This is an optimization exercise on Yosys and OpenROAD, whose aim is small area, not a production implementation.
Where RTL was checked, it was by simulation tests only, not by an equivalence proof against the original.
The RTL of run 1 was laid out without a check of its function.
Power and IR drop assume default switching activity.

===== flow/config.mk =====
export PLATFORM = sky130hd
export DESIGN_NAME = spec_top
export DESIGN_NICKNAME = spec_top
export VERILOG_FILES = /design/flow/design.v
export SDC_FILE = /design/flow/constraint.sdc
export NUM_CORES = 4
export LEC_CHECK = 0
export CAP_MARGIN = 20
export CORE_MARGIN = 2
export CORE_UTILIZATION = 70
export CTS_BUF_LIST = sky130_fd_sc_hd__clkbuf_8
export CTS_CLUSTER_DIAMETER = 60
export CTS_CLUSTER_SIZE = 18
export PLACE_DENSITY = 0.8
export SLEW_MARGIN = 20

===== flow/constraint.sdc =====
create_clock -name core_clock -period 10.0 [get_ports {sys_clk}]
set_input_delay 2.0000 -clock core_clock [delete_from_list [all_inputs] [get_ports {sys_clk}]]
set_output_delay 2.0000 -clock core_clock [all_outputs]
set_load 0.01 [all_outputs]

===== flow/design.v =====
package fft_stream_pkg;
	typedef struct packed {
		logic                      valid;
		logic                      sop;    
		logic                      eop;    
		logic [10-1:0] addr;   
	} sink_frame_t;
	typedef struct packed {
		logic                             valid;
		logic                             sop;   
		logic                             eop;
		logic signed [10-1:0] re;
		logic signed [10-1:0] im;
	} spec_bin_t;
endpackage
package spectrum_pkg;
	typedef struct packed {
		logic                      valid;
		logic [10-1:0] bin;
		logic [20-1:0]  power;
		logic                      last;   
	} power_sample_t;
	typedef struct packed {
		logic [10-1:0] bin;
		logic [20-1:0]  power;
	} peak_t;
	typedef struct packed {
		peak_t a;
		peak_t b;
	} tone_pair_t;
	typedef struct packed {
		logic [10-1:0] bin;
		logic [20-1:0]  power;
		logic [10-1:0]    amp;
	} tone_t;
	typedef struct packed {
		tone_t a;
		tone_t b;
	} tone_report_t;
endpackage
module frame_sequencer (
	input  logic                        sys_clk,
	input  logic                        sys_rst,
	input  logic                        adc_flag,
	output fft_stream_pkg::sink_frame_t frame
);
	localparam int ADDR_W = 10;
	logic              run;    
	logic [ADDR_W-1:0] addr;   
	always_ff @(posedge sys_clk or negedge sys_rst)
	begin
		if (!sys_rst)
		begin
			run  <= 1'b0;
			addr <= '0;
		end
		else
		begin
			addr <= addr + ADDR_W'(run);
			if (run)
				run <= ~&addr;  
			else
				run <= adc_flag;  
		end
	end
	assign frame = {run, run & ~|addr, run & &addr, addr};
endmodule
module bin_power (
	input  logic                          sys_clk,
	input  logic                          sys_rst,
	input  fft_stream_pkg::spec_bin_t     spec,
	output spectrum_pkg::power_sample_t   sample
);
	localparam int BIN_W = 10;
	localparam int POW_W = 20;
	localparam logic [BIN_W-1:0] LAST_BIN = BIN_W'(511);
	logic                      first_q;   
	logic [BIN_W-1:0]          bin_cur;
	logic [POW_W-1:0]          power_cur;
	logic                      valid_q;
	logic [BIN_W-1:0]          bin_q;
	logic [POW_W-1:0]          power_q;
	assign bin_cur = (spec.sop | first_q) ? '0 : bin_q + 1'b1;
	power_sq i_power_sq (
		.re (spec.re),
		.im (spec.im),
		.p  (power_cur)
	);
	always_ff @(posedge sys_clk or negedge sys_rst)
	begin
		if (!sys_rst)
		begin
			first_q <= 1'b1;
			valid_q <= 1'b0;
		end
		else
		begin
			valid_q <= spec.valid;
			if (spec.valid)
				first_q <= 1'b0;
		end
	end
	always_ff @(posedge sys_clk)
	begin
		if (spec.valid)
			bin_q <= bin_cur;
		power_q <= power_cur;  
	end
	assign sample = {valid_q, bin_q, power_q, valid_q && bin_q == LAST_BIN};
endmodule
module power_sq (
	input  logic [9:0]  re,
	input  logic [9:0]  im,
	output logic [19:0] p
);
	logic c109, c111, c113, c115, c117, c119, c121, c123, c125, c127, c129, c131, c133, c135, c137, c139, c141, c143, c145, c147, c149, c151, c153, c155, c157, c159, c161, c163, c165, c167, c169, c171, c173, c175, c177, c179, c181, c183, c185, c187, c189, c191, c193, c195, c197, c199, c201, c203, c205, c207, c209, c211, c213, c215, c217, c219, c221, c223, c225, c227, c229, c231, c233, c235, c237, c239, c241, c243, c245, c247, c249, c251, c253, c255, c257, c259, c261, c263, c265, c267, c269, c271, c273, c275, c277, c279, c281, c283, c285, c287, c289, c291, c293, c295, c297, c299, c301, c303, c305, c307, c309, c311, s108, s110, s112, s114, s116, s118, s120, s122, s124, s126, s128, s130, s132, s134, s136, s138, s140, s142, s144, s146, s148, s150, s152, s154, s156, s158, s160, s162, s164, s166, s168, s170, s172, s174, s176, s178, s180, s182, s184, s186, s188, s190, s192, s194, s196, s198, s200, s202, s204, s206, s208, s210, s212, s214, s216, s218, s220, s222, s224, s226, s228, s230, s232, s234, s236, s238, s240, s242, s244, s246, s248, s250, s252, s254, s256, s258, s260, s262, s264, s266, s268, s270, s272, s274, s276, s278, s280, s282, s284, s286, s288, s290, s292, s294, s296, s298, s300, s302, s304, s306, s308, s310, t1, t2, t3, t4, t5, t6, t7, t8, t9, t10, t11, t12, t13, t14, t15, t16, t17, t18, t19, t20, t21, t22, t23, t24, t25, t26, t27, t28, t29, t30, t31, t32, t33, t34, t35, t36, t37, t38, t39, t40, t41, t42, t43, t44, t45, t46, t47, t48, t49, t50, t51, t52, t53, t54, t55, t56, t57, t58, t59, t60, t61, t62, t63, t64, t65, t66, t67, t68, t69, t70, t71, t72, t73, t74, t75, t76, t77, t78, t79, t80, t81, t82, t83, t84, t85, t86, t87, t88, t89, t90, t91, t92, t93, t94, t95, t96, t97, t98, t99, t100, t101, t102, t103, t104, t105, t106, t107;
	assign t1 = re[1] & ~re[0];
	assign t2 = re[1] & re[0];
	assign t3 = re[2] & ~re[1];
	assign t4 = re[2] & re[1];
	assign t5 = re[3] & ~re[2];
	assign t6 = re[3] & re[2];
	assign t7 = re[4] & ~re[3];
	assign t8 = re[4] & re[3];
	assign t9 = re[5] & ~re[4];
	assign t10 = re[5] & re[4];
	assign t11 = re[6] & ~re[5];
	assign t12 = re[6] & re[5];
	assign t13 = re[7] & ~re[6];
	assign t14 = re[7] & re[6];
	assign t15 = re[8] & ~re[7];
	assign t16 = re[8] & re[7];
	assign t17 = re[0] & re[2];
	assign t18 = re[0] & re[3];
	assign t19 = re[0] & re[4];
	assign t20 = re[0] & re[5];
	assign t21 = re[0] & re[6];
	assign t22 = re[0] & re[7];
	assign t23 = re[0] & re[8];
	assign t24 = re[1] & re[3];
	assign t25 = re[1] & re[4];
	assign t26 = re[1] & re[5];
	assign t27 = re[1] & re[6];
	assign t28 = re[1] & re[7];
	assign t29 = re[1] & re[8];
	assign t30 = re[2] & re[4];
	assign t31 = re[2] & re[5];
	assign t32 = re[2] & re[6];
	assign t33 = re[2] & re[7];
	assign t34 = re[2] & re[8];
	assign t35 = re[3] & re[5];
	assign t36 = re[3] & re[6];
	assign t37 = re[3] & re[7];
	assign t38 = re[3] & re[8];
	assign t39 = re[4] & re[6];
	assign t40 = re[4] & re[7];
	assign t41 = re[4] & re[8];
	assign t42 = re[5] & re[7];
	assign t43 = re[5] & re[8];
	assign t44 = re[6] & re[8];
	assign t45 = ~(re[0] & re[9]);
	assign t46 = ~(re[1] & re[9]);
	assign t47 = ~(re[2] & re[9]);
	assign t48 = ~(re[3] & re[9]);
	assign t49 = ~(re[4] & re[9]);
	assign t50 = ~(re[5] & re[9]);
	assign t51 = ~(re[6] & re[9]);
	assign t52 = ~(re[7] & re[9]);
	assign t53 = ~(re[8] & re[9]);
	assign t54 = im[1] & ~im[0];
	assign t55 = im[1] & im[0];
	assign t56 = im[2] & ~im[1];
	assign t57 = im[2] & im[1];
	assign t58 = im[3] & ~im[2];
	assign t59 = im[3] & im[2];
	assign t60 = im[4] & ~im[3];
	assign t61 = im[4] & im[3];
	assign t62 = im[5] & ~im[4];
	assign t63 = im[5] & im[4];
	assign t64 = im[6] & ~im[5];
	assign t65 = im[6] & im[5];
	assign t66 = im[7] & ~im[6];
	assign t67 = im[7] & im[6];
	assign t68 = im[8] & ~im[7];
	assign t69 = im[8] & im[7];
	assign t70 = im[0] & im[2];
	assign t71 = im[0] & im[3];
	assign t72 = im[0] & im[4];
	assign t73 = im[0] & im[5];
	assign t74 = im[0] & im[6];
	assign t75 = im[0] & im[7];
	assign t76 = im[0] & im[8];
	assign t77 = im[1] & im[3];
	assign t78 = im[1] & im[4];
	assign t79 = im[1] & im[5];
	assign t80 = im[1] & im[6];
	assign t81 = im[1] & im[7];
	assign t82 = im[1] & im[8];
	assign t83 = im[2] & im[4];
	assign t84 = im[2] & im[5];
	assign t85 = im[2] & im[6];
	assign t86 = im[2] & im[7];
	assign t87 = im[2] & im[8];
	assign t88 = im[3] & im[5];
	assign t89 = im[3] & im[6];
	assign t90 = im[3] & im[7];
	assign t91 = im[3] & im[8];
	assign t92 = im[4] & im[6];
	assign t93 = im[4] & im[7];
	assign t94 = im[4] & im[8];
	assign t95 = im[5] & im[7];
	assign t96 = im[5] & im[8];
	assign t97 = im[6] & im[8];
	assign t98 = ~(im[0] & im[9]);
	assign t99 = ~(im[1] & im[9]);
	assign t100 = ~(im[2] & im[9]);
	assign t101 = ~(im[3] & im[9]);
	assign t102 = ~(im[4] & im[9]);
	assign t103 = ~(im[5] & im[9]);
	assign t104 = ~(im[6] & im[9]);
	assign t105 = ~(im[7] & im[9]);
	assign t106 = ~(im[8] & im[9]);
	assign t107 = ~t10;
	assign s108 = t8 ^ t23;
	assign c109 = t8 & t23;
	assign s110 = t9 ^ t29 ^ t33;
	assign c111 = (t9 & t29) | (t9 & t33) | (t29 & t33);
	assign s112 = t34 ^ t37 ^ t39;
	assign c113 = (t34 & t37) | (t34 & t39) | (t37 & t39);
	assign s114 = t11 ^ t38;
	assign c115 = t11 & t38;
	assign s116 = t6 ^ t21 ^ t26;
	assign c117 = (t6 & t21) | (t6 & t26) | (t21 & t26);
	assign s118 = t7 ^ t22 ^ t27;
	assign c119 = (t7 & t22) | (t7 & t27) | (t22 & t27);
	assign s120 = t31 ^ t60;
	assign c121 = t31 & t60;
	assign s122 = t28 ^ t32 ^ t35;
	assign c123 = (t28 & t32) | (t28 & t35) | (t32 & t35);
	assign s124 = t61 ^ t76 ^ t81;
	assign c125 = (t61 & t76) | (t61 & t81) | (t76 & t81);
	assign s126 = t85 ^ t88;
	assign c127 = t85 & t88;
	assign s128 = t36 ^ t45 ^ t62;
	assign c129 = (t36 & t45) | (t36 & t62) | (t45 & t62);
	assign s130 = t82 ^ t86 ^ t89;
	assign c131 = (t82 & t86) | (t82 & t89) | (t86 & t89);
	assign s132 = t98 ^ c109 ^ s110;
	assign c133 = (t98 & c109) | (t98 & s110) | (c109 & s110);
	assign s134 = t46 ^ t63 ^ t87;
	assign c135 = (t46 & t63) | (t46 & t87) | (t63 & t87);
	assign s136 = t90 ^ t92 ^ t99;
	assign c137 = (t90 & t92) | (t90 & t99) | (t92 & t99);
	assign s138 = t107 ^ c111 ^ s112;
	assign c139 = (t107 & c111) | (t107 & s112) | (c111 & s112);
	assign s140 = t40 ^ t47 ^ t64;
	assign c141 = (t40 & t47) | (t40 & t64) | (t47 & t64);
	assign s142 = t91 ^ t93 ^ t100;
	assign c143 = (t91 & t93) | (t91 & t100) | (t93 & t100);
	assign s144 = t10 ^ c113 ^ s114;
	assign c145 = (t10 & c113) | (t10 & s114) | (c113 & s114);
	assign s146 = t12 ^ t41 ^ t42;
	assign c147 = (t12 & t41) | (t12 & t42) | (t41 & t42);
	assign s148 = t48 ^ t65 ^ t94;
	assign c149 = (t48 & t65) | (t48 & t94) | (t65 & t94);
	assign s150 = t95 ^ t101 ^ c115;
	assign c151 = (t95 & t101) | (t95 & c115) | (t101 & c115);
	assign s152 = t13 ^ t43 ^ t49;
	assign c153 = (t13 & t43) | (t13 & t49) | (t43 & t49);
	assign s154 = t66 ^ t96;
	assign c155 = t66 & t96;
	assign s156 = t14 ^ t44 ^ t50;
	assign c157 = (t14 & t44) | (t14 & t50) | (t44 & t50);
	assign s158 = t4 ^ t19 ^ t24;
	assign c159 = (t4 & t19) | (t4 & t24) | (t19 & t24);
	assign s160 = t5 ^ t20 ^ t25;
	assign c161 = (t5 & t20) | (t5 & t25) | (t20 & t25);
	assign s162 = t58 ^ t73;
	assign c163 = t58 & t73;
	assign s164 = t30 ^ t59 ^ t74;
	assign c165 = (t30 & t59) | (t30 & t74) | (t59 & t74);
	assign s166 = t79 ^ t83 ^ s116;
	assign c167 = (t79 & t83) | (t79 & s116) | (t83 & s116);
	assign s168 = t75 ^ t80 ^ t84;
	assign c169 = (t75 & t80) | (t75 & t84) | (t80 & t84);
	assign s170 = c117 ^ s118 ^ s120;
	assign c171 = (c117 & s118) | (c117 & s120) | (s118 & s120);
	assign s172 = s108 ^ c119 ^ c121;
	assign c173 = (s108 & c119) | (s108 & c121) | (c119 & c121);
	assign s174 = s122 ^ s124 ^ s126;
	assign c175 = (s122 & s124) | (s122 & s126) | (s124 & s126);
	assign s176 = c123 ^ c125 ^ c127;
	assign c177 = (c123 & c125) | (c123 & c127) | (c125 & c127);
	assign s178 = s128 ^ s130 ^ s132;
	assign c179 = (s128 & s130) | (s128 & s132) | (s130 & s132);
	assign s180 = c129 ^ c131 ^ c133;
	assign c181 = (c129 & c131) | (c129 & c133) | (c131 & c133);
	assign s182 = s134 ^ s136 ^ s138;
	assign c183 = (s134 & s136) | (s134 & s138) | (s136 & s138);
	assign s184 = c135 ^ c137 ^ c139;
	assign c185 = (c135 & c137) | (c135 & c139) | (c137 & c139);
	assign s186 = s140 ^ s142 ^ s144;
	assign c187 = (s140 & s142) | (s140 & s144) | (s142 & s144);
	assign s188 = c141 ^ c143 ^ c145;
	assign c189 = (c141 & c143) | (c141 & c145) | (c143 & c145);
	assign s190 = s146 ^ s148 ^ s150;
	assign c191 = (s146 & s148) | (s146 & s150) | (s148 & s150);
	assign s192 = t102 ^ c147 ^ c149;
	assign c193 = (t102 & c147) | (t102 & c149) | (c147 & c149);
	assign s194 = c151 ^ s152 ^ s154;
	assign c195 = (c151 & s152) | (c151 & s154) | (s152 & s154);
	assign s196 = t67 ^ t97 ^ t103;
	assign c197 = (t67 & t97) | (t67 & t103) | (t97 & t103);
	assign s198 = c153 ^ c155 ^ s156;
	assign c199 = (c153 & c155) | (c153 & s156) | (c155 & s156);
	assign s200 = t15 ^ t51 ^ t68;
	assign c201 = (t15 & t51) | (t15 & t68) | (t51 & t68);
	assign s202 = t104 ^ c157;
	assign c203 = t104 & c157;
	assign s204 = t16 ^ t52 ^ t69;
	assign c205 = (t16 & t52) | (t16 & t69) | (t52 & t69);
	assign s206 = re[9] ^ t53;
	assign c207 = re[9] & t53;
	assign s208 = t2 ^ t17;
	assign c209 = t2 & t17;
	assign s210 = t3 ^ t18 ^ t56;
	assign c211 = (t3 & t18) | (t3 & t56) | (t18 & t56);
	assign s212 = t57 ^ t72 ^ t77;
	assign c213 = (t57 & t72) | (t57 & t77) | (t72 & t77);
	assign s214 = t78 ^ c159 ^ s160;
	assign c215 = (t78 & c159) | (t78 & s160) | (c159 & s160);
	assign s216 = c161 ^ c163 ^ s164;
	assign c217 = (c161 & c163) | (c161 & s164) | (c163 & s164);
	assign s218 = c165 ^ c167 ^ s168;
	assign c219 = (c165 & c167) | (c165 & s168) | (c167 & s168);
	assign s220 = c169 ^ c171 ^ s172;
	assign c221 = (c169 & c171) | (c169 & s172) | (c171 & s172);
	assign s222 = c173 ^ c175 ^ s176;
	assign c223 = (c173 & c175) | (c173 & s176) | (c175 & s176);
	assign s224 = c177 ^ c179 ^ s180;
	assign c225 = (c177 & c179) | (c177 & s180) | (c179 & s180);
	assign s226 = c181 ^ c183 ^ s184;
	assign c227 = (c181 & c183) | (c181 & s184) | (c183 & s184);
	assign s228 = c185 ^ c187 ^ s188;
	assign c229 = (c185 & c187) | (c185 & s188) | (c187 & s188);
	assign s230 = c189 ^ c191 ^ s192;
	assign c231 = (c189 & c191) | (c189 & s192) | (c191 & s192);
	assign s232 = c193 ^ c195 ^ s196;
	assign c233 = (c193 & c195) | (c193 & s196) | (c195 & s196);
	assign s234 = c197 ^ c199 ^ s200;
	assign c235 = (c197 & c199) | (c197 & s200) | (c199 & s200);
	assign s236 = t105 ^ c201 ^ c203;
	assign c237 = (t105 & c201) | (t105 & c203) | (c201 & c203);
	assign s238 = im[9] ^ t106 ^ c205;
	assign c239 = (im[9] & t106) | (im[9] & c205) | (t106 & c205);
	assign s240 = t55 ^ t70;
	assign c241 = t55 & t70;
	assign s242 = t71 ^ c209 ^ s210;
	assign c243 = (t71 & c209) | (t71 & s210) | (c209 & s210);
	assign s244 = s158 ^ c211 ^ s212;
	assign c245 = (s158 & c211) | (s158 & s212) | (c211 & s212);
	assign s246 = s162 ^ c213 ^ s214;
	assign c247 = (s162 & c213) | (s162 & s214) | (c213 & s214);
	assign s248 = s166 ^ c215 ^ s216;
	assign c249 = (s166 & c215) | (s166 & s216) | (c215 & s216);
	assign s250 = s170 ^ c217 ^ s218;
	assign c251 = (s170 & c217) | (s170 & s218) | (c217 & s218);
	assign s252 = s174 ^ c219 ^ s220;
	assign c253 = (s174 & c219) | (s174 & s220) | (c219 & s220);
	assign s254 = s178 ^ c221 ^ s222;
	assign c255 = (s178 & c221) | (s178 & s222) | (c221 & s222);
	assign s256 = s182 ^ c223 ^ s224;
	assign c257 = (s182 & c223) | (s182 & s224) | (c223 & s224);
	assign s258 = s186 ^ c225 ^ s226;
	assign c259 = (s186 & c225) | (s186 & s226) | (c225 & s226);
	assign s260 = s190 ^ c227 ^ s228;
	assign c261 = (s190 & c227) | (s190 & s228) | (c227 & s228);
	assign s262 = s194 ^ c229 ^ s230;
	assign c263 = (s194 & c229) | (s194 & s230) | (c229 & s230);
	assign s264 = s198 ^ c231 ^ s232;
	assign c265 = (s198 & c231) | (s198 & s232) | (c231 & s232);
	assign s266 = s202 ^ c233 ^ s234;
	assign c267 = (s202 & c233) | (s202 & s234) | (c233 & s234);
	assign s268 = s204 ^ c235 ^ s236;
	assign c269 = (s204 & c235) | (s204 & s236) | (c235 & s236);
	assign s270 = s206 ^ c237 ^ s238;
	assign c271 = (s206 & c237) | (s206 & s238) | (c237 & s238);
	assign s272 = c207 ^ c239;
	assign c273 = c207 & c239;
	assign s274 = re[0] ^ im[0];
	assign c275 = re[0] & im[0];
	assign s276 = t1 ^ t54;
	assign c277 = t1 & t54;
	assign s278 = s208 ^ s240 ^ c277;
	assign c279 = (s208 & s240) | (s208 & c277) | (s240 & c277);
	assign s280 = c241 ^ s242 ^ c279;
	assign c281 = (c241 & s242) | (c241 & c279) | (s242 & c279);
	assign s282 = c243 ^ s244 ^ c281;
	assign c283 = (c243 & s244) | (c243 & c281) | (s244 & c281);
	assign s284 = c245 ^ s246 ^ c283;
	assign c285 = (c245 & s246) | (c245 & c283) | (s246 & c283);
	assign s286 = c247 ^ s248 ^ c285;
	assign c287 = (c247 & s248) | (c247 & c285) | (s248 & c285);
	assign s288 = c249 ^ s250 ^ c287;
	assign c289 = (c249 & s250) | (c249 & c287) | (s250 & c287);
	assign s290 = c251 ^ s252 ^ c289;
	assign c291 = (c251 & s252) | (c251 & c289) | (s252 & c289);
	assign s292 = c253 ^ s254 ^ c291;
	assign c293 = (c253 & s254) | (c253 & c291) | (s254 & c291);
	assign s294 = c255 ^ s256 ^ c293;
	assign c295 = (c255 & s256) | (c255 & c293) | (s256 & c293);
	assign s296 = c257 ^ s258 ^ c295;
	assign c297 = (c257 & s258) | (c257 & c295) | (s258 & c295);
	assign s298 = c259 ^ s260 ^ c297;
	assign c299 = (c259 & s260) | (c259 & c297) | (s260 & c297);
	assign s300 = c261 ^ s262 ^ c299;
	assign c301 = (c261 & s262) | (c261 & c299) | (s262 & c299);
	assign s302 = c263 ^ s264 ^ c301;
	assign c303 = (c263 & s264) | (c263 & c301) | (s264 & c301);
	assign s304 = c265 ^ s266 ^ c303;
	assign c305 = (c265 & s266) | (c265 & c303) | (s266 & c303);
	assign s306 = c267 ^ s268 ^ c305;
	assign c307 = (c267 & s268) | (c267 & c305) | (s268 & c305);
	assign s308 = c269 ^ s270 ^ c307;
	assign c309 = (c269 & s270) | (c269 & c307) | (s270 & c307);
	assign s310 = c271 ^ s272 ^ c309;
	assign c311 = (c271 & s272) | (c271 & c309) | (s272 & c309);
	assign p[0] = s274;
	assign p[1] = c275;
	assign p[2] = s276;
	assign p[3] = s278;
	assign p[4] = s280;
	assign p[5] = s282;
	assign p[6] = s284;
	assign p[7] = s286;
	assign p[8] = s288;
	assign p[9] = s290;
	assign p[10] = s292;
	assign p[11] = s294;
	assign p[12] = s296;
	assign p[13] = s298;
	assign p[14] = s300;
	assign p[15] = s302;
	assign p[16] = s304;
	assign p[17] = s306;
	assign p[18] = s308;
	assign p[19] = s310;
endmodule
module peak_pair_tracker (
	input  logic                        sys_clk,
	input  logic                        sys_rst,
	input  spectrum_pkg::power_sample_t sample,
	output spectrum_pkg::tone_pair_t    pair,
	output logic                        pair_valid
);
	localparam int BIN_W = 10;
	localparam logic [BIN_W-1:0] FIRST_BIN = BIN_W'(1);
	spectrum_pkg::peak_t lo;
	spectrum_pkg::peak_t hi;
	logic                best_hi;
	logic                in_range;
	logic                start;
	logic                gt_lo;
	logic                gt_hi;
	logic                gt_best;
	assign in_range = sample.valid && !sample.bin[BIN_W-1] && (sample.bin != '0);
	assign start    = sample.bin == FIRST_BIN;
	always_comb
	begin
		gt_lo = 1'b0;
		gt_hi = 1'b0;
		for (int i = 0; i < 20; i++)
		begin
			gt_lo = (sample.power[i] & ~lo.power[i]) | ((sample.power[i] | ~lo.power[i]) & gt_lo);
			gt_hi = (sample.power[i] & ~hi.power[i]) | ((sample.power[i] | ~hi.power[i]) & gt_hi);
		end
	end
	assign gt_best  = best_hi ? gt_hi : gt_lo;
	always_ff @(posedge sys_clk)
	begin
		if (in_range && (start || gt_lo || gt_hi))
		begin
			hi      <= {1'b0, sample.bin[BIN_W-2:0], sample.power};  
			best_hi <= start || gt_best;
			if (start)
				lo <= '0;
			else if (best_hi)
				lo <= hi;
		end
	end
	assign pair = {lo, hi};
	always_ff @(posedge sys_clk or negedge sys_rst)
	begin
		if (!sys_rst)
			pair_valid <= 1'b0;
		else
			pair_valid <= sample.last;  
	end
endmodule
module isqrt (
	input  logic [10:0]   rem,     
	input  logic [1:0]             bits,    
	input  logic [10-1:0] root,    
	output logic [10:0]   rem_nxt,
	output logic                   root_bit
);
	localparam int W = 10 + 3;
	logic [W-1:0] rem_shift;
	logic [W-1:0] trial;
	logic [W-1:0] diff;
	logic         borrow;
	assign rem_shift = {rem, bits};
	assign trial     = {1'b0, root, 2'b01};  
	always_comb
	begin
		borrow = 1'b0;
		for (int i = 0; i < W; i++)
		begin
			diff[i] = rem_shift[i] ^ trial[i] ^ borrow;
			borrow  = (~rem_shift[i] & trial[i]) | (~(rem_shift[i] ^ trial[i]) & borrow);
		end
	end
	assign root_bit = !borrow;
	assign rem_nxt  = root_bit ? diff[10:0] : rem_shift[10:0];
endmodule
module peak_reporter (
	input  logic                       sys_clk,
	input  logic                       sys_rst,
	input  spectrum_pkg::tone_pair_t   pair,
	input  logic                       pair_valid,
	output spectrum_pkg::tone_report_t report,
	output logic                       update_flag
);
	localparam int POW_W = 20;
	localparam int AMP_W = 10;
	localparam int BIN_W = 10;
	logic [2*POW_W-1:0] pow_q;    
	logic [BIN_W-2:0]   bin_a_q;   
	logic [BIN_W-2:0]   bin_b_q;
	logic [AMP_W:0]     rem_q;
	logic [2*AMP_W-1:0] root_q;   
	logic [4:0]         step_q;
	logic               busy_q;
	logic [AMP_W:0]     rem_nxt;
	logic               root_bit;
	logic [AMP_W-1:0]   root_mask;
	logic               fin;
	always_comb
		for (int i = 0; i < AMP_W; i++)
			root_mask[i] = (step_q < 5'(AMP_W)) || (step_q > 5'(AMP_W + i));
	isqrt i_isqrt (
		.rem      (rem_q),
		.bits     (pow_q[2*POW_W-1 -: 2]),
		.root     (root_q[AMP_W-1:0] & root_mask),
		.rem_nxt  (rem_nxt),
		.root_bit (root_bit)
	);
	assign fin = busy_q && (step_q == 5'(2 * AMP_W));
	always_ff @(posedge sys_clk)
	begin
		if (pair_valid)
		begin
			pow_q  <= {pair.a.power, pair.b.power};
			rem_q  <= '0;
			root_q <= '0;
			step_q <= '0;
		end
		else
		begin
			pow_q  <= {pow_q[2*POW_W-3:0], pow_q[2*POW_W-1 -: 2]};
			rem_q  <= (step_q == 5'(AMP_W - 1)) ? '0 : rem_nxt;
			root_q <= {root_q[2*AMP_W-2:0], root_bit};
			step_q <= step_q + 1'b1;
		end
		if (pair_valid)
		begin
			bin_a_q <= pair.a.bin[BIN_W-2:0];
			bin_b_q <= pair.b.bin[BIN_W-2:0];
		end
	end
	always_ff @(posedge sys_clk or negedge sys_rst)
	begin
		if (!sys_rst)
		begin
			busy_q      <= 1'b0;
			report      <= '0;
			update_flag <= 1'b0;
		end
		else
		begin
			update_flag <= fin;
			if (pair_valid)
				busy_q <= 1'b1;
			else if (fin)
				busy_q <= 1'b0;
			if (fin)
			begin
				report.a <= {1'b0, bin_a_q, pow_q[2*POW_W-1 -: POW_W], root_q[2*AMP_W-1 -: AMP_W]};
				report.b <= {1'b0, bin_b_q, pow_q[POW_W-1:0], root_q[AMP_W-1:0]};
			end
		end
	end
endmodule
module spec_top (
	input  logic                             sys_clk,
	input  logic                             sys_rst,
	input  logic                             adc_flag,
	input  logic                             spec_valid,
	input  logic                             spec_sop,
	input  logic                             spec_eop,
	input  logic signed [10-1:0] spec_re,
	input  logic signed [10-1:0] spec_im,
	output logic [10-1:0]        sample_addr,
	output logic                             sink_valid,
	output logic                             sink_sop,
	output logic                             sink_eop,
	output logic                             power_valid,
	output logic [10-1:0]        power_bin,
	output logic [20-1:0]         power,
	output logic                             update_flag,
	output logic [10-1:0]        bin_a,
	output logic [10-1:0]        bin_b,
	output logic [20-1:0]         power_a,
	output logic [20-1:0]         power_b,
	output logic [10-1:0]           amp_a,
	output logic [10-1:0]           amp_b
);
	fft_stream_pkg::sink_frame_t  frame;
	fft_stream_pkg::spec_bin_t    spec;
	spectrum_pkg::power_sample_t  sample;
	spectrum_pkg::tone_pair_t     pair;
	logic                         pair_valid;
	spectrum_pkg::tone_report_t   report;
	assign spec = {spec_valid, spec_sop, spec_eop, spec_re, spec_im};
	frame_sequencer i_frame_sequencer (
		.sys_clk  (sys_clk),
		.sys_rst  (sys_rst),
		.adc_flag (adc_flag),
		.frame    (frame)
	);
	bin_power i_bin_power (
		.sys_clk (sys_clk),
		.sys_rst (sys_rst),
		.spec    (spec),
		.sample  (sample)
	);
	peak_pair_tracker i_peak_pair_tracker (
		.sys_clk    (sys_clk),
		.sys_rst    (sys_rst),
		.sample     (sample),
		.pair       (pair),
		.pair_valid (pair_valid)
	);
	peak_reporter i_peak_reporter (
		.sys_clk     (sys_clk),
		.sys_rst     (sys_rst),
		.pair        (pair),
		.pair_valid  (pair_valid),
		.report      (report),
		.update_flag (update_flag)
	);
	assign sample_addr = frame.addr;
	assign sink_valid  = frame.valid;
	assign sink_sop    = frame.sop;
	assign sink_eop    = frame.eop;
	assign power_valid = sample.valid;  
	assign power_bin   = sample.bin;
	assign power       = sample.power;
	assign bin_a   = report.a.bin;
	assign bin_b   = report.b.bin;
	assign power_a = report.a.power;
	assign power_b = report.b.power;
	assign amp_a   = report.a.amp;
	assign amp_b   = report.b.amp;
endmodule

===== flow/flow/run.sh =====
#!/bin/bash
# The standard layout, with the port buffers made of the smallest buffer cell.
set -euo pipefail
bash standard.sh BUFFER_PORTS_ARGS="-buffer_cell sky130_fd_sc_hd__buf_1" finish > standard.log 2>&1

===== flow/standard.sh =====
#!/bin/bash
# synth_recipe.tcl (not shown) runs the flow's synth.tcl, then flattens the netlist and writes it again
# the make line also repeats each setting of config.mk as NAME=value (left out here)
make -C /OpenROAD-flow-scripts/flow DESIGN_CONFIG=/design/flow/config.mk WORK_HOME=/design/flow/orfs CLKGATE_MAP_FILE= SYNTH_SCRIPT=/design/flow/synth_recipe.tcl "${@:-finish}"

==> impl_metrics.tcl, run 1 <==
set metrics [dict create \
    cts_root_buf "clkbuf_8" \
    power_frac_clock_pct 17.1 \
    async_flop_share_pct 33.9 \
    placed_area_um2 14100 \
    grt-ovfl-total 0 \
    synthTopCellsByArea "edfxtp_1 (19%), dfrtp_1 (17%), dfxtp_1 (14%), fa_1 (14%), nand2_1 (7.8%)" \
    first_pass_iters 5 \
    grt_pass1_vias 8763 \
    wl_um 26000 \
    r2r-start "i_peak_reporter.step_q[3]$_SDFF_PP0_" \
    ys_seq_area_share_pct 50.8 \
    ys_top_cells_by_count "nand2_1 (282), inv_1 (119), dfxtp_1 (96), fa_1 (96), dfrtp_1 (93)" \
    cp_max_fo 11 \
    period_needed_ns 9.16 \
    stdcell_count 1617 \
    fmax_mhz 109 \
    hold_buffers 0 \
    drc_errors 0 \
    start_util_pct 72.0 \
    power_density_nw_per_um2 215 \
    critPathKind "in2reg" \
    num_rows 50 \
    slew_headroom_pct 30.2 \
    period_share_pct 91.6 \
    wl_per_cell_um 16.1 \
    layout-drive-gt1-share_pct 6.48 \
    cts-resized-gates 0 \
    switching_power_w 0.00107 \
    ys_warn_count 5 \
    worst_slack_ns 0.835 \
    fin_nets 1489 \
    n_antenna_cell 0 \
    place_ws_ns 0.243 \
    num_vias 8699 \
    clock_path_buffers 3 \
    reg2reg_slack_ns 4.22 \
    required_ns 10.46 \
    grt_usage_pct 26.3 \
    clk_pin_slew_worst_paths_ns 0.11 \
    synthCells 1245 \
    post_drt_via_cell_ratio 5.38 \
    crit_end "i_bin_power.power_q[19]$_DFF_P_" \
    reg2reg_depth 17 \
    fp.coreArea_um2 18800 \
    cts_tree "done" \
    final_antenna_net_count 0 \
    crit_path_start "spec_re[3]" \
    grt_pass1_wl_um 42800 \
    rsz0062_at_grt "false" \
    dieArea_um2 20500 \
    finalSetupTns_ns 0 \
    switching_share_pct 34.6 \
    p_leak_nw 6.44 \
    end_kind "register" \
    hold_viol 0 \
    antenna_found_initial 0 \
    yosysMostFrequentCell "nand2_1" \
    synth_edf_count 87 \
    max_cap_viol_count 0 \
    syn_to_final_growth_pct 6.66 \
    cts_buffers 19 \
    place_hpwl_um 19300 \
    clk_latency_ns 0.53 \
    tightestPinTransition_ns 1.05 \
    cp.arrival_ns 9.62 \
    hold_slack_ns 0.426 \
    ys_ff_latch 277 \
    pwr-share-seq_pct 50.4 \
    synth_area_um2 13600 \
    dp_cells 1584 \
    finClkSkew_ns 0.0196 \
    rr_endpoint "i_peak_reporter.rem_q[1]$_SDFF_PP0_" \
    yosys.area.top_type "edfxtp_1" \
    ys.flop_type "dfxtp_1" \
    routabilityCongestion 0.856 \
    die_h_um 143 \
    grt_max_degree 88 \
    synth_cell_type_count 61 \
    yosysTopAreaCellShare_pct 19.3 \
    clock-sinks 277 \
    htreeDepth 1 \
    num_io_pins 151 \
    final_cell_area_um2 14500 \
    slew_violations 0 \
    fp.dieW_um 143 \
    drt_iter0_markers 542 \
    port_buffers 147 \
    critPathLaunchType "input pin" \
    post_cts_buffers 0 \
    comb_power_share_pct 32.5 \
    p_int_w 0.00203 \
    ir_drop_mv 0.0998 \
    synth_area_per_cell_um2 10.9 \
    setup_violations 0 \
    status "timing/DRC/antenna clean" \
    worstHoldPathType "reg2reg" \
]
## worst max-delay path, stage by stage
cell     delay, ns
buf_1         0.36
nand2_1       0.16
fa_1          0.50
fa_1          0.49
inv_1         0.05
fa_1          0.37
inv_1         0.08
fa_1          0.18
fa_1          0.17
inv_1         0.05
fa_1          0.38
fa_1          0.40
fa_1          0.40
fa_1          0.40
fa_1          0.39
fa_1          0.40
fa_1          0.39
fa_1          0.40
fa_1          0.39
fa_1          0.39
fa_1          0.39
fa_1          0.38
xnor2_1       0.20
xnor2_1       0.16
xnor2_1       0.13
## registers in the layout (all words and copies together), names as in the netlist, 11 cells and up
register                cells
i_peak_reporter.report     78
i_peak_reporter.pow_q      40
i_peak_pair_tracker.hi     29
i_peak_pair_tracker.lo     29
i_bin_power.power_q        20
i_peak_reporter.root_q     20
i_peak_reporter.rem_q      11
## placed cells by master (no fill, tap or decap), drive strengths merged, types with 4 or more instances in the layout
master and instances:
and2 73, dfrtp 93, xor2 7, edfxtp 87, nand4 6, dfxtp 96, mux2 38, nand2b 22
nor3 4, maj3 6, nand2 282, xnor2 12, o21ai 12, inv 129, nor2 48, o22ai 5
ha 22, or3 4, fa 96, nand3 12, nor2b 44, clkbuf 22, a21oi 18, a211oi 12
buf 155
## cell families (layout without fill, tap and decap cells)
logic type                 after synthesis  count (layout)  synth area share, %
and+or+nand+nor                        506             506                 17.3
DFF                                    277             277                 50.8
buffers and inverters                  197             308                 6.37
adders and majority gates              124             124                 16.7
AOI/OAI and AO/OA                       83              83                 4.40
muxes                                   38              38                 3.16
xor gates and xnor gates                19              19                 1.23
other                                    1               2               0.0277
## layout make-up
cell class,instances,area [µm²]
clock inverters,12,51.3
inverters,119,447
flip-flops and latches,277,6890
well taps,260,325
repair buffers,156,627
clock buffers,21,289
multi-input cells,772,5820
fillers,1314,4380
## worst min path at each step
stage | to | depth (start not counted) | startpoint | slack (ns)
6_report | i_peak_reporter.report[41]$_DFFE_PN0P_ | 2 | i_peak_reporter.root_q[11]$_SDFF_PP0_ | 0.43
5_1_grt | i_peak_reporter.bin_a_q[6]$_DFFE_PP_ | 0 | i_peak_pair_tracker.lo[26]$_SDFFCE_PP0P_ | 0.44
3_5_place_dp | i_peak_reporter.bin_a_q[8]$_DFFE_PP_ | 0 | i_peak_pair_tracker.lo[28]$_SDFFCE_PP0P_ | 0.41
3_3_place_gp | i_peak_reporter.bin_a_q[3]$_DFFE_PP_ | 0 | i_peak_pair_tracker.lo[23]$_SDFFCE_PP0P_ | 0.40
4_1_cts | i_peak_reporter.bin_a_q[8]$_DFFE_PP_ | 0 | i_peak_pair_tracker.lo[28]$_SDFFCE_PP0P_ | 0.43
2_1_floorplan | i_peak_reporter.report[49]$_DFFE_PN0P_ | 2 | i_peak_reporter.root_q[19]$_SDFF_PP0_ | 0.40
## per-layer routing
layer	part of all wire (%)	global-route usage, %	up-vias
met5	0	0	-
met4	1.9	6.67	0
met3	5.7	4.39	36
met2	50	45.8	235
met1	43	34.8	4299
li1	-	-	4129
## power groups by stage
| stage | Sequential [W] | Combinational, W | Clock, W |
|---|---|---|---|
| 2_1_floorplan | 0.00153 | 0.000814 | 0 |
| 3_3_place_gp | 0.00157 | 0.000959 | 0 |
| 3_5_place_dp | 0.00158 | 0.00102 | 0 |
| 4_1_cts | 0.00156 | 0.00103 | 0.000546 |
| 5_1_grt | 0.00159 | 0.00118 | 0.000590 |
| 6_report | 0.00156 | 0.00101 | 0.000532 |
## per-stage QoR
stage,power (W),util [%]
after floorplan,0.00234,-
after global placement,0.00253,74.9
after detailed placement,0.00261,74.9
after CTS,0.00313,76.7
after global routing,0.00335,76.8
final,0.00310,76.8
==> inputs of run 2 (changes only) <==
--- a/flow/design.v
+++ b/flow/design.v
@@ -534,20 +534,25 @@
 	localparam int POW_W = 20;
 	localparam int AMP_W = 10;
 	localparam int BIN_W = 10;
-	logic [2*POW_W-1:0] pow_q;    
+	localparam logic [3:0] LAST_STEP = 4'(AMP_W - 1);
+	logic [2*POW_W-1:0] pow_q;     
+	logic [2*POW_W-1:0] pow_nxt;
 	logic [BIN_W-2:0]   bin_a_q;   
 	logic [BIN_W-2:0]   bin_b_q;
 	logic [AMP_W:0]     rem_q;
-	logic [2*AMP_W-1:0] root_q;   
-	logic [4:0]         step_q;
+	logic [2*AMP_W-1:0] root_q;    
+	logic [2*AMP_W-1:0] root_nxt;
+	logic [3:0]         step_q;    
+	logic               tone_b_q;
 	logic               busy_q;
 	logic [AMP_W:0]     rem_nxt;
 	logic               root_bit;
 	logic [AMP_W-1:0]   root_mask;
+	logic               tone_end;
 	logic               fin;
 	always_comb
 		for (int i = 0; i < AMP_W; i++)
-			root_mask[i] = (step_q < 5'(AMP_W)) || (step_q > 5'(AMP_W + i));
+			root_mask[i] = step_q > 4'(i);
 	isqrt i_isqrt (
 		.rem      (rem_q),
 		.bits     (pow_q[2*POW_W-1 -: 2]),
@@ -555,22 +560,25 @@
 		.rem_nxt  (rem_nxt),
 		.root_bit (root_bit)
 	);
-	assign fin = busy_q && (step_q == 5'(2 * AMP_W));
+	assign pow_nxt  = {pow_q[2*POW_W-3:0], pow_q[2*POW_W-1 -: 2]};
+	assign root_nxt = {root_q[2*AMP_W-2:0], root_bit};
+	assign tone_end = step_q == LAST_STEP;
+	assign fin      = busy_q && tone_b_q && tone_end;
 	always_ff @(posedge sys_clk)
 	begin
+		pow_q  <= pair_valid ? {pair.a.power, pair.b.power} : pow_nxt;
+		rem_q  <= (pair_valid || tone_end) ? '0 : rem_nxt;
+		root_q <= root_nxt;
 		if (pair_valid)
 		begin
-			pow_q  <= {pair.a.power, pair.b.power};
-			rem_q  <= '0;
-			root_q <= '0;
-			step_q <= '0;
+			step_q   <= '0;
+			tone_b_q <= 1'b0;
 		end
 		else
 		begin
-			pow_q  <= {pow_q[2*POW_W-3:0], pow_q[2*POW_W-1 -: 2]};
-			rem_q  <= (step_q == 5'(AMP_W - 1)) ? '0 : rem_nxt;
-			root_q <= {root_q[2*AMP_W-2:0], root_bit};
-			step_q <= step_q + 1'b1;
+			step_q <= tone_end ? '0 : step_q + 1'b1;
+			if (tone_end)
+				tone_b_q <= !tone_b_q;
 		end
 		if (pair_valid)
 		begin
@@ -595,8 +603,8 @@
 				busy_q <= 1'b0;
 			if (fin)
 			begin
-				report.a <= {1'b0, bin_a_q, pow_q[2*POW_W-1 -: POW_W], root_q[2*AMP_W-1 -: AMP_W]};
-				report.b <= {1'b0, bin_b_q, pow_q[POW_W-1:0], root_q[AMP_W-1:0]};
+				report.a <= {1'b0, bin_a_q, pow_nxt[2*POW_W-1 -: POW_W], root_nxt[2*AMP_W-1 -: AMP_W]};
+				report.b <= {1'b0, bin_b_q, pow_nxt[POW_W-1:0], root_nxt[AMP_W-1:0]};
 			end
 		end
 	end
==> impl_metrics.tcl, run 2 <==
set metrics [dict create \
    status "timing/DRC/antenna clean" \
    rsz0062_at_grt "false" \
    fin_nets 1473 \
    first_pass_iters 4 \
    routabilityCongestion 0.867 \
    fillers 1286 \
    grt_max_degree 82 \
    port_buffers 147 \
    switching_share_pct 34.8 \
    start_util_pct 71.8 \
    tightestPinTransition_ns 0.956 \
    synth_area_per_cell_um2 11.0 \
    cp_max_fo 11 \
    reg_top3 "i_peak_reporter.report x78, i_peak_reporter.pow_q x40" \
    clock_path_buffers 3 \
    cp.arrival_ns 9.65 \
    switching_power_w 0.00109 \
    synthTopCellsByArea "edfxtp_1 (19%), dfrtp_1 (17%), fa_1 (14%), dfxtp_1 (14%), nand2_1 (7.9%)" \
    yosys.area.top_type "edfxtp_1" \
    finalSetupTns_ns 0 \
    yosysMostFrequentCell "nand2_1" \
    htreeDepth 1 \
    synthCells 1224 \
    p_int_w 0.00203 \
    seq_area_um2 6870 \
    cts-resized-gates 0 \
    comb_power_share_pct 32.0 \
    num_io_pins 151 \
    fp.coreArea_um2 18800 \
    top_register "i_peak_reporter.report" \
    fp.dieW_um 143 \
    yosysTopAreaCellShare_pct 19.4 \
    period_needed_ns 9.18 \
    max_cap_viol_count 0 \
    period_share_pct 91.8 \
    multiInputGateArea_um2 5740 \
    place_hpwl_um 19200 \
    slew_violations 0 \
    grt-ovfl-total 0 \
    hold_buffers 0 \
    ys_seq_area_share_pct 51.0 \
    synth_cell_type_count 67 \
    cts_buffers 21 \
    final_antenna_net_count 0 \
    die_h_um 143 \
    finClkSkew_ns 0.0339 \
    placed_area_um2 14000 \
    fmax_mhz 109 \
    cts_root_buf "clkbuf_8" \
    ys.flop_type "dfxtp_1" \
    n_antenna_cell 0 \
    async_flop_share_pct 34.1 \
    dieArea_um2 20400 \
    ir_drop_mv 0.0978 \
    power_density_nw_per_um2 217 \
    end_kind "register" \
    grt_pass1_wl_um 42100 \
    use_met2_pct 44.3 \
    antenna_found_initial 0 \
    power_frac_clock_pct 18.2 \
    critPathLaunchType "input pin" \
    required_ns 10.47 \
    final_cell_area_um2 14400 \
    ys_warn_count 5 \
    drt_iter0_markers 525 \
    grt_busiest_layer "met2" \
    use_met1_pct 36.3 \
    largest_reg_flops 78 \
    grt_usage_pct 26.1 \
    syn_to_final_growth_pct 6.75 \
    ys_top_cells_by_count "nand2_1 (285), inv_1 (118), fa_1 (96), dfxtp_1 (95), dfrtp_1 (93)" \
    wl_per_cell_um 16.3 \
    final_cell_mix "nand2_1 (285), buf_1 (146), inv_1 (128)" \
    wl_um 25700 \
    synth_edf_count 87 \
    pwr-share-seq_pct 49.8 \
    num_rows 50 \
    ys_ff_latch 276 \
    num_vias 8537 \
    layout-drive-gt1-share_pct 7.07 \
    setup_violations 0 \
    met3_usage_pct 3.62 \
    grt_pass1_vias 8554 \
    final_common_cell "nand2_1" \
    clk_latency_ns 0.54 \
    worstHoldPathType "reg2reg" \
    p_total_w 0.00311 \
    critPathKind "in2reg" \
    synth_area_um2 13500 \
    p_leak_nw 6.46 \
    post_cts_buffers 0 \
    slew_headroom_pct 36.2 \
    hold_viol 0 \
    clock-sinks 276 \
    post_drt_via_cell_ratio 5.41 \
    clk_pin_slew_worst_paths_ns 0.11 \
    cts_tree "done" \
    drc_errors 0 \
]
## run 2: cells by family (layout without fill, tap and decap cells)
logic type	count (synthesis)	after routing	share of synthesized area, %
other	1	2	0.0278
xor gates and xnor gates	20	20	1.30
AOI/OAI and AO/OA	73	73	3.95
buffers and inverters	196	315	6.55
adders and majority gates	122	122	16.6
muxes	38	38	3.18
and+or+nand+nor	498	498	17.4
DFF	276	276	51.0
## run 2: metrics by stage
| step | setup WS (ns) | util [%] | std cells | hold WS [ns] |
|---|---|---|---|---|
| after floorplan | 0.817 | - | 1225 | 0.331 |
| after CTS | 0.783 | 76.6 | 1578 | 0.359 |
| after global placement | 0.337 | 74.5 | 1540 | 0.337 |
| after detailed placement | 0.233 | 74.5 | 1540 | 0.340 |
| after global routing | 0.419 | 76.6 | 1578 | 0.362 |
| final | 0.815 | 76.6 | 1578 | 0.358 |
## run 2: path summary, 6_finish.rpt
path,startpoint,end,slack [ns],cells past startpoint
setup / recovery,spec_re[2],i_bin_power.power_q[19]$_DFF_P_,0.82,25
hold / removal,i_peak_reporter.root_q[10]$_DFF_P_,i_peak_reporter.root_q[11]$_DFF_P_,0.36,0
setup reg to reg,i_peak_reporter.step_q[1]$_SDFF_PP0_,i_peak_reporter.rem_q[4]$_SDFF_PP0_,4.48,19
hold reg to reg,i_peak_reporter.root_q[10]$_DFF_P_,i_peak_reporter.root_q[11]$_DFF_P_,0.36,0
max in group asynchronous,sys_rst,i_peak_pair_tracker.pair_valid$_DFF_PN0_,7.34,2
min in group asynchronous,sys_rst,i_peak_reporter.report[17]$_DFFE_PN0P_,1.35,1
## run 2: metal layers
metal	routed length (µm)	vias to the layer above	part of all wire (%)
met5	0	-	0
met1	11300	4198	44
met4	408	0	1.6
li1	-	4072	-
met2	12500	233	49
met3	1500	34	5.8
## run 2: layout make-up
class / count / area share (%)
multi-input cells: 753 / 39.9
inverters: 119 / 3.11
well taps: 234 / 2.04
flip-flops and latches: 276 / 47.8
clock buffers: 21 / 2.01
repair buffers: 158 / 4.44
clock inverters: 17 / 0.722
## run 2: power groups by stage
stage	logic, W	registers [W]	clock network [W]
floorplan	0.000816	0.00151	0
global placement	0.000957	0.00156	0
detailed placement	0.00102	0.00157	0
CTS	0.00102	0.00155	0.000584
global route	0.00116	0.00157	0.000626
finish	0.000997	0.00155	0.000568
## run 2: critical path, cell delays in order
cell	delay, ns
buf_1	0.33
nand2b_1	0.14
fa_1	0.52
fa_1	0.50
inv_1	0.05
fa_1	0.38
inv_1	0.07
fa_1	0.17
fa_1	0.17
inv_1	0.05
fa_1	0.38
fa_1	0.41
fa_1	0.40
fa_1	0.40
fa_1	0.40
fa_1	0.40
fa_1	0.39
fa_1	0.39
fa_1	0.42
fa_1	0.40
fa_1	0.41
fa_1	0.39
xnor2_1	0.19
xnor2_1	0.15
xnor2_1	0.13
==> inputs of run 3 (changes only) <==
--- a/flow/config.mk
+++ b/flow/config.mk
@@ -7,9 +7,9 @@
 export LEC_CHECK = 0
 export CAP_MARGIN = 20
 export CORE_MARGIN = 2
-export CORE_UTILIZATION = 70
+export CORE_UTILIZATION = 80
 export CTS_BUF_LIST = sky130_fd_sc_hd__clkbuf_8
-export CTS_CLUSTER_DIAMETER = 60
-export CTS_CLUSTER_SIZE = 18
-export PLACE_DENSITY = 0.8
+export CTS_CLUSTER_DIAMETER = 50
+export CTS_CLUSTER_SIZE = 16
+export PLACE_DENSITY = 0.88
 export SLEW_MARGIN = 20
==> impl_metrics.tcl, run 3 <==
set metrics [dict create \
    status "timing/DRC/antenna clean" \
    clock-sinks 276 \
    grt-ovfl-total 0 \
    largest_reg_flops 78 \
    slew_violations 0 \
    synth_area_per_cell_um2 11.0 \
    num_rows 47 \
    synth_edf_count 87 \
    finClkSkew_ns 0.0375 \
    yosys.area.top_type "edfxtp_1" \
    placed_area_um2 14000 \
    cts_tree "done" \
    port_buffers 147 \
    dieArea_um2 17900 \
    fmax_mhz 109 \
    yosysTopAreaCellShare_pct 19.4 \
    synthTopCellsByArea "edfxtp_1 (19%), dfrtp_1 (17%), fa_1 (14%), dfxtp_1 (14%), nand2_1 (7.9%)" \
    hold_viol 0 \
    ys.flop_type "dfxtp_1" \
    layout-drive-gt1-share_pct 7.63 \
    fillers 811 \
    critPathLaunchType "input pin" \
    ys_ff_latch 276 \
    ys_warn_count 5 \
    grt_max_degree 82 \
    num_io_pins 151 \
    cts_buffers 24 \
    cp_max_fo 11 \
    slew_headroom_pct 39.5 \
    grt_pass1_vias 9270 \
    worst_slack_ns 0.809 \
    worstHoldPathType "reg2reg" \
    drt_iter0_markers 757 \
    routabilityCongestion 0.869 \
    clk_latency_ns 0.57 \
    reg_top3 "i_peak_reporter.report x78, i_peak_reporter.pow_q x40" \
    start_util_pct 81.5 \
    required_ns 10.48 \
    yosysMostFrequentCell "nand2_1" \
    synth_cell_type_count 67 \
    max_cap_viol_count 0 \
    p_leak_nw 6.49 \
    wl_um 28000 \
    ys_top_cells_by_count "nand2_1 (285), inv_1 (118), fa_1 (96), dfxtp_1 (95), dfrtp_1 (93)" \
    num_vias 8948 \
    async_flop_share_pct 34.1 \
    die_h_um 134 \
    final_common_cell "nand2_1" \
    utilization_pct 87.5 \
    period_share_pct 91.9 \
    grt_pass1_wl_um 46100 \
    place_hpwl_um 20200 \
    dp_cells 1526 \
    clock_path_buffers 3 \
    post_cts_buffers 0 \
    antenna_found_initial 0 \
    final_cell_area_um2 14500 \
    drc_errors 0 \
    cp.arrival_ns 9.67 \
    fp.coreArea_um2 16500 \
    cts-resized-gates 0 \
    synth_area_um2 13500 \
    period_needed_ns 9.19 \
    final_antenna_net_count 0 \
    wl_per_cell_um 17.8 \
    n_antenna_cell 0 \
    cts_root_buf "clkbuf_8" \
    grt_usage_pct 32.7 \
    stdcell_count 1570 \
    end_kind "register" \
    syn_to_final_growth_pct 7.35 \
    setup_violations 0 \
    fp.dieW_um 134 \
    top_register "i_peak_reporter.report" \
    ys_seq_area_share_pct 51.0 \
    clk_pin_slew_worst_paths_ns 0.10 \
    first_pass_iters 5 \
    ir_drop_mv 0.171 \
    synthCells 1224 \
    place_ws_ns 0.271 \
    final_cell_mix "nand2_1 (285), buf_1 (146), inv_1 (126)" \
    finalSetupTns_ns 0 \
    rsz0062_at_grt "false" \
    power_density_nw_per_um2 225 \
    critPathKind "in2reg" \
    tightestPinTransition_ns 0.907 \
    fin_nets 1476 \
    hold_buffers 0 \
    htreeDepth 1 \
    post_drt_via_cell_ratio 5.70 \
]
[run 3: cell counts after synthesis]
No cell type changed its count.
[run 3: worst paths after layout]
path,from,to,slack (ns),cells after the start
worst max register to register,i_peak_reporter.step_q[1]$_SDFF_PP0_,i_peak_reporter.rem_q[5]$_SDFF_PP0_,4.36,19
worst min register to register,i_peak_reporter.root_q[16]$_DFF_P_,i_peak_reporter.root_q[17]$_DFF_P_,0.33,0
min in group asynchronous,sys_rst,i_peak_reporter.report[17]$_DFFE_PN0P_,1.36,1
worst min-delay path,i_peak_reporter.root_q[16]$_DFF_P_,i_peak_reporter.root_q[17]$_DFF_P_,0.33,0
max in group asynchronous,sys_rst,i_peak_pair_tracker.pair_valid$_DFF_PN0_,7.32,2
worst max-delay path,spec_re[2],i_bin_power.power_q[19]$_DFF_P_,0.81,25
[run 3: cells by family (layout without fill, tap and decap cells)]
| family | Yosys count | in the layout | share of synthesized area (%) |
|---|---|---|---|
| xor+xnor | 20 | 20 | 1.30 |
| simple gates | 498 | 498 | 17.4 |
| flops | 276 | 276 | 51.0 |
| fa+ha+maj | 122 | 122 | 16.6 |
| mux | 38 | 38 | 3.18 |
| compound gates | 73 | 73 | 3.95 |
| other cells | 1 | 2 | 0.0278 |
| buf+inv | 196 | 321 | 6.55 |
[run 3: critical path, stage by stage]
cell,delay (ns)
buf_1,0.31
nand2b_1,0.14
fa_1,0.51
fa_1,0.49
inv_1,0.05
fa_1,0.38
inv_1,0.08
fa_1,0.17
fa_1,0.17
inv_1,0.06
fa_1,0.42
fa_1,0.42
fa_1,0.39
fa_1,0.39
fa_1,0.39
fa_1,0.39
fa_1,0.40
fa_1,0.42
fa_1,0.39
fa_1,0.39
fa_1,0.39
fa_1,0.39
xnor2_1,0.19
xnor2_1,0.17
xnor2_1,0.15
[run 3: power by group]
part,total (W),switching (W),internal (W)
Clock,0.000657,0.000380,0.000277
Combinational,0.00104,0.000595,0.000444
Sequential,0.00156,0.000176,0.00138
Total,0.00326,0.00115,0.00210
[run 3: area by class of cell]
type,instances,area [µm²],share of cell area (%)
tap,220,275,1.90
timing repair buffer,158,638,4.41
clock buffer,26,358,2.48
sequential,276,6870,47.5
inverter,119,447,3.09
clock inverter,18,134,0.926
multi-input combinational,753,5740,39.7
[run 3: layer usage]
layer  GRT usage [%]  part of all wire (%)  wire (µm)
met1            44.3                    39      11100
met2            54.6                    50      13900
met3            5.71                   7.7       2170
met4            11.1                   3.1        881
met5               0                     0          0
[run 3: through the flow]
stage	hold slack [ns]	total power [W]
6_report	0.333	0.00326
5_1_grt	0.364	0.00348
4_1_cts	0.346	0.00327
3_5_place_dp	0.340	0.00261
3_3_place_gp	0.339	0.00250
2_1_floorplan	0.331	0.00233

==> separate check: timing with driven ports <==
Ports are ideal in the flow. The routed layouts listed here were re-timed in OpenROAD. Step 1 (the two cells are an assumption about what drives the block):
set clk [get_ports {sys_clk}]
set_driving_cell -lib_cell sky130_fd_sc_hd__clkbuf_16 $clk
set_driving_cell -lib_cell sky130_fd_sc_hd__buf_2 [delete_from_list [all_inputs] $clk]
Step 2 moves the port delays by t, midway between the first and last clock arrival at a register: inputs arrive t later, outputs are due t later. That takes back most of the time a late clock gives input paths. a / b / c = no drivers / after step 1 / after step 2; a / b = the first two.
| run | t (ns) | slack for setup (ns) | worst register clock-pin slew, ns | worst data-port slew with drivers (ns) | cell pins on the clock port's net |
|---|---|---|---|---|---|
| run 1 | 0.562 | 0.835 / 0.853 / 0.291 | 0.12 / 0.12 | 0.03 | 1 |
| run 2 | 0.561 | 0.815 / 0.830 / 0.269 | 0.11 / 0.11 | 0.03 | 1 |
| run 3 | 0.597 | 0.809 / 0.831 / 0.234 | 0.10 / 0.10 | 0.03 | 1 |
After both steps every run listed still meets setup and hold. The setup slack of run 3, which loses most, moves by +0.022 ns with the drivers and by -0.575 ns with both steps.
